This is an optimization exercise on Yosys and OpenROAD, whose aim is small area, a short achievable clock period and few clock cycles per item, not a production implementation.
In this exercise RTL edits were held to simulation tests only and were not proved equivalent to the original.
Power figures rest on the tool's default switching activity, not on a simulated workload.

// abp_sender_with_queue_unit
module abp_sender_with_queue_unit #(
  parameter int unsigned QUEUE_DEPTH = abp_pkg::QUEUE_DEPTH_DEF
) (
  input  wire         clk_i,
  input  wire         rst_ni,
  input  wire         cfg_we_i,
  input  wire  [15:0] cfg_wdata_i,
  input  wire         in_valid_i,
  output logic        in_ready_o,
  input  wire  [1:0]  in_cmd_i,
  input  wire         in_seq_i,
  input  wire         in_ack_i,
  input  wire  [31:0] in_checksum_i,
  input  wire  [63:0] in_payload_lo_i,
  input  wire  [63:0] in_payload_mid_i,
  input  wire  [31:0] in_payload_hi_i,
  output logic        out_valid_o,
  input  wire         out_ready_i,
  output logic        out_sent_o,
  output logic        out_seq_o,
  output logic        out_ack_o,
  output logic [31:0] out_checksum_o,
  output logic [63:0] out_lo_o,
  output logic [63:0] out_mid_o,
  output logic [31:0] out_hi_o,
  output logic        out_dropped_o,
  output logic [4:0]  out_queue_level_o
);
For scale: roughly 420 I/O pins, roughly 0.12 mm2 of cells after synthesis.
clock: 11.0 ns
lec_check: 0
cap_margin: 20
core_margin: 2
core_utilization: 40
cts_cluster_diameter: 100
cts_cluster_size: 24
slew_margin: 20
standard.sh (not shown) runs the stock make flow with config.mk's settings and CLKGATE_MAP_FILE= SYNTH_SCRIPT=/design/flow/synth_recipe.tcl, a recipe that flattens the netlist after the stock synthesis.
==> flow/flow/run.sh <==
#!/bin/bash
set -euo pipefail
export SETUP_SLACK_MARGIN=6.5
export BUFFER_PORTS_ARGS="-buffer_cell sky130_fd_sc_hd__buf_1"
bash standard.sh > standard.log 2>&1
The first run completed with no timing, DRC or antenna violations.
Testbench counts at the start, summed over its fixed seeds: cycles 24,016, items 24,000.
Then changed:
==> flow/flow/run.sh (replaced) <==
#!/bin/bash
set -euo pipefail
export SETUP_SLACK_MARGIN=6.3
export BUFFER_PORTS_ARGS="-buffer_cell sky130_fd_sc_hd__buf_1"
bash standard.sh > standard.log 2>&1
Settings changed: TNS_END_PERCENT set to 20.
Synthesized cell count does not change.
Sequential share of layout area grows by 2.5 points.
Final area shrinks by 3.5%.
Register-to-register slack is worse by 0.03 ns.
Setup slack is worse by 0.15 ns.
Power shrinks by 0.82%.
First-iteration DRC count shrinks by 1.5%.
Wire length shrinks by 4.3%.
Sequential cell count does not change.
Then changed:
==> flow/flow/run.sh (replaced) <==
#!/bin/bash
set -euo pipefail
export SETUP_SLACK_MARGIN=6.5
export BUFFER_PORTS_ARGS="-buffer_cell sky130_fd_sc_hd__buf_1"
bash standard.sh > standard.log 2>&1
Settings changed: CTS_CLUSTER_SIZE 24 to 27, TNS_END_PERCENT 20 to unset.
=> Area after synthesis does not change; design area climbs slightly; routed wire length climbs by a few percent; clock skew is about the same; clock power decreases by a few percent; via count climbs slightly.
Then changed:
==> flow/flow/run.sh (replaced) <==
#!/bin/bash
set -euo pipefail
export SETUP_SLACK_MARGIN=6.4
export BUFFER_PORTS_ARGS="-buffer_cell sky130_fd_sc_hd__buf_1"
bash standard.sh > standard.log 2>&1
After rerunning: Setup slack is worse by 0.0080 ns. Core utilization decreases by 0.68 points. Fmax is about the same. First-iteration DRC count decreases by 7.0%. Register-to-register slack is better by 0.02 ns.
Then changed:
Settings changed: TNS_END_PERCENT set to 20.
- final area is about the same
- routed wire length goes down by 0.39%
- hold slack hardly moves
- clock-buffer cell count stays the same
- via count hardly moves

## the previous run
abp_sender_with_queue_unit, a different RTL version from the one above (not shown whole).
Size in the first run: ~6200 cells after synthesis, about 3100 flip-flops, about 420 I/O pins.
export LEC_CHECK = 0
export CAP_MARGIN = 20
export CORE_MARGIN = 2
export CORE_UTILIZATION = 40
export CTS_CLUSTER_DIAMETER = 100
export CTS_CLUSTER_SIZE = 30
export SLEW_MARGIN = 20
create_clock -name core_clock -period 11.0 [get_ports {clk_i}]
==> flow/flow/run.sh <==
#!/bin/bash
set -euo pipefail
export SETUP_SLACK_MARGIN=5.8
bash standard.sh > standard.log 2>&1
The previous run | status: complete | timing, DRC, antenna: pass
Testbench counts of the previous run, summed over its fixed seeds: cycles 24,016, items 24,000.
The following lists how the current run was set up differently from the previous run:
# the previous run
export LEC_CHECK = 0
export CAP_MARGIN = 20
export CORE_MARGIN = 2
export CORE_UTILIZATION = 40
export CTS_CLUSTER_DIAMETER = 100
export CTS_CLUSTER_SIZE = 30
export SLEW_MARGIN = 20
create_clock -name core_clock -period 11.0 [get_ports {clk_i}]
# the current run
export LEC_CHECK = 0
export CAP_MARGIN = 20
export CORE_MARGIN = 2
export CORE_UTILIZATION = 55
export CTS_CLUSTER_DIAMETER = 100
export CTS_CLUSTER_SIZE = 30
export SLEW_MARGIN = 20
create_clock -name core_clock -period 11.0 [get_ports {clk_i}]
--- outcome ---
- First-pass GRT wire length sits lower in the current run than in the previous run.
- On design area, the lower figure sits with the current run, not the previous run.
- Register-to-register slack on the current run is behind the previous run.

-- re-timing with driven ports --
The results above use ideal ports. As a check the final layouts listed here were re-extracted and re-timed, cells and wires unchanged. Step 1, drivers: a clkbuf_16 drives clk_i and a buf_2 each remaining input, both assumed. Step 2 adds t to the input delays and takes it off the output delays; t is the mean of the earliest and latest rising clock arrival at the registers after step 1. Input paths then give back, and output paths get back, about the clock's delay inside the block. a / b / c = ideal ports / drivers / drivers and shift; a / b = the first two.
run | t (ns) | setup slack, ns | clock arrival spread, ns
the first run of note 1 | 0.973 | 6.395 / 6.346 / 5.512 | 0.076 / 0.076
the second run of note 1 | 0.967 | 6.240 / 6.215 / 5.374 | 0.079 / 0.080
the third run of note 1 | 0.956 | 6.395 / 6.346 / 5.528 | 0.073 / 0.073
the fourth run of note 1 | 0.958 | 6.387 / 6.346 / 5.475 | 0.070 / 0.070
the fifth run of note 1 | 0.951 | 6.249 / 6.286 / 5.363 | 0.075 / 0.075
the previous run | 0.970 | 5.907 / 5.841 / 4.997 | 0.132 / 0.132
the current run | 0.890 | 5.828 / 5.850 / 4.970 | 0.052 / 0.052
After both steps setup and hold are still met in every run listed. The setup slack of the fourth run of note 1, which loses most, moves by -0.041 ns with the drivers and by -0.912 ns with both steps.
